This is an optimization exercise on Yosys and OpenROAD, whose aim is small area, not a production implementation.
In this exercise RTL edits were held to simulation tests only and were not proved equivalent to the original.

==> flow/design.v (excerpt) <==
module sprite_compositor #(
  parameter int unsigned         NUM_OBJ  = 4,
  parameter int unsigned         COORD_W  = 10,
  parameter int unsigned         COLOR_W  = 24,
  parameter logic [COLOR_W-1:0]  BG_COLOR = '0
) (
  input  logic                         clk_i,
  input  logic                         reset_i,
  input  logic [COORD_W-1:0]           pixel_x_i,
  input  logic [COORD_W-1:0]           pixel_y_i,
  input  logic                         display_enable_i,
  input  logic                         frame_start_i,
  input  logic                         color_mode_i,
  input  logic [NUM_OBJ*COORD_W-1:0]   obj_x_i,
  input  logic [NUM_OBJ*COORD_W-1:0]   obj_y_i,
  input  logic [NUM_OBJ*COORD_W-1:0]   obj_w_i,
  input  logic [NUM_OBJ*COORD_W-1:0]   obj_h_i,
  input  logic [NUM_OBJ-1:0]           obj_circle_i,
  input  logic [NUM_OBJ*COLOR_W-1:0]   obj_color_i,
  input  logic [NUM_OBJ-1:0]           obj_en_i,
  output logic [COLOR_W-1:0]           rgb_o,
  output logic                         rgb_valid_o,
  output logic [NUM_OBJ-1:0]           hit_o,
  output logic [NUM_OBJ-1:0]           overlap_flags_o
);
export LEC_CHECK = 0
export CAP_MARGIN = 20
export CORE_MARGIN = 2
export CORE_UTILIZATION = 65
export CTS_CLUSTER_DIAMETER = 100
export CTS_CLUSTER_SIZE = 24
export GPL_TIMING_DRIVEN = 0
export PLACE_DENSITY = 0.75
export SETUP_SLACK_MARGIN = 0.1
export SLEW_MARGIN = 20
export SYNTH_HIERARCHICAL = 1
export SYNTH_MINIMUM_KEEP_SIZE = 0
create_clock -name core_clock -period 9.0 [get_ports {clk_i}]
standard.sh (not shown) runs the stock make flow with config.mk's settings and CLKGATE_MAP_FILE= SYNTH_SCRIPT=/design/flow/synth_recipe.tcl, a recipe that flattens the netlist after the stock synthesis.
==> flow/flow/run.sh <==
#!/bin/bash
# The standard layout, with plain buf_1 cells as the port buffers
# (instead of the default choice, clkdlybuf4s50_1).
set -euo pipefail
export BUFFER_PORTS_ARGS="-buffer_cell sky130_fd_sc_hd__buf_1"
bash standard.sh > standard.log 2>&1
The starting point completed with no timing, DRC or antenna violations.
Next try:
Settings changed: CTS_BUF_LIST from default to sky130_fd_sc_hd__clkbuf_4, CTS_CLUSTER_DIAMETER 100 to 40, CTS_CLUSTER_SIZE 24 to 10.
What happened: The new run finished clean. Cell area climbs slightly. First-iteration DRC count drops slightly. Via count climbs slightly. Critical path depth climbs by 3. Routed wire length stays flat. Worst hold slack degrades by 0.016 ns. Die area stays the same.
Next try:
Settings changed: CTS_BUF_LIST sky130_fd_sc_hd__clkbuf_4 to default, CTS_CLUSTER_DIAMETER 40 to 100, CTS_CLUSTER_SIZE 10 to 24, GPL_TIMING_DRIVEN 0 to 1.
Effect:
- The changed run produced a clean layout
- synthesized area stays the same
- maximum frequency came out higher by a few percent
- die area does not change
Next try:
Settings changed: CORE_UTILIZATION 65 to 85, GPL_TIMING_DRIVEN 1 to 0, PLACE_DENSITY 0.75 to 0.92.
After rerunning: The new run stopped in 5_1_grt with GRT-0116; synthesized cell count is unchanged; synthesized area is unchanged.
Next try:
Settings changed: CORE_UTILIZATION 85 to 65, PLACE_DENSITY 0.92 to 0.75, SETUP_SLACK_MARGIN 0.1 to default.
=>
- This time the run completed without violations
- area after synthesis is unchanged
- synthesized cell count stays the same


== run 1 ==
Starting RTL as in the previous note.
==> flow/design.v (excerpt) <==
module sprite_compositor #(
  parameter int unsigned         NUM_OBJ  = 4,
  parameter int unsigned         COORD_W  = 10,
  parameter int unsigned         COLOR_W  = 24,
  parameter logic [COLOR_W-1:0]  BG_COLOR = '0
) (
  input  logic                         clk_i,
  input  logic                         reset_i,
  input  logic [COORD_W-1:0]           pixel_x_i,
  input  logic [COORD_W-1:0]           pixel_y_i,
  input  logic                         display_enable_i,
  input  logic                         frame_start_i,
  input  logic                         color_mode_i,
  input  logic [NUM_OBJ*COORD_W-1:0]   obj_x_i,
  input  logic [NUM_OBJ*COORD_W-1:0]   obj_y_i,
  input  logic [NUM_OBJ*COORD_W-1:0]   obj_w_i,
  input  logic [NUM_OBJ*COORD_W-1:0]   obj_h_i,
  input  logic [NUM_OBJ-1:0]           obj_circle_i,
  input  logic [NUM_OBJ*COLOR_W-1:0]   obj_color_i,
  input  logic [NUM_OBJ-1:0]           obj_en_i,
  output logic [COLOR_W-1:0]           rgb_o,
  output logic                         rgb_valid_o,
  output logic [NUM_OBJ-1:0]           hit_o,
  output logic [NUM_OBJ-1:0]           overlap_flags_o
);
export LEC_CHECK = 0
export CAP_MARGIN = 20
export CORE_MARGIN = 2
export CORE_UTILIZATION = 75
export CTS_CLUSTER_DIAMETER = 100
export CTS_CLUSTER_SIZE = 24
export GPL_TIMING_DRIVEN = 0
export PLACE_DENSITY = 0.82
export SETUP_SLACK_MARGIN = 0.1
export SLEW_MARGIN = 20
export SYNTH_HIERARCHICAL = 1
export SYNTH_MINIMUM_KEEP_SIZE = 0
create_clock -name core_clock -period 9.0 [get_ports {clk_i}]
Scripts as last shown in full above: flow/flow/run.sh
Here is what was changed in the inputs of run 2 compared with run 1.
Settings: CTS_CLUSTER_DIAMETER: 100 -> 80; CTS_CLUSTER_SIZE: 24 -> 30.
### Flow results
- Across run 2 and run 1, the outcome is the same: a clean finish for every run.
- Compared with run 1, in run 2 cell area after layout shows no meaningful change, met3 wire length now sits higher.

-- afterwards: timing with drivers on the ports --
Ports are ideal in the flow. The routed layouts listed here were re-timed in OpenROAD. Step 1, drivers: a clkbuf_16 drives clk_i and a buf_2 each remaining input, both assumed. Step 2 moves the port delays by t, midway between the first and last clock arrival at a register: inputs arrive t later, outputs are due t later. That takes back most of the time a late clock gives input paths. Slacks: ideal ports / drivers / drivers and shift; pairs: ideal ports / drivers.
run | t (ns) | slack for setup (ns) | worst hold slack (ns) | worst data-port slew with drivers (ns) | pins driven straight from the clock port
the first run of note 1 | 0.615 | 0.172 / 0.204 / -0.411 | 0.321 / 0.321 / 0.321 | 0.11 | 1
the second run of note 1 | 0.880 | 0.231 / 0.259 / -0.621 | 0.305 / 0.305 / 0.305 | 0.11 | 1
the third run of note 1 | 0.627 | 0.504 / 0.533 / -0.093 | 0.323 / 0.323 / 0.323 | 0.11 | 1
the fifth run of note 1 | 0.617 | 0.105 / 0.138 / -0.479 | 0.321 / 0.321 / 0.321 | 0.12 | 1
run 1 | 0.648 | 0.151 / 0.189 / -0.459 | 0.322 / 0.322 / 0.322 | 0.12 | 1
run 2 | 0.648 | 0.149 / 0.187 / -0.461 | 0.326 / 0.326 / 0.326 | 0.11 | 1
With both steps, setup timing fails in every run listed, where it was met with ideal ports. For the second run of note 1, which loses most, drivers alone change the setup slack by +0.028 ns; drivers and shift together by -0.852 ns.
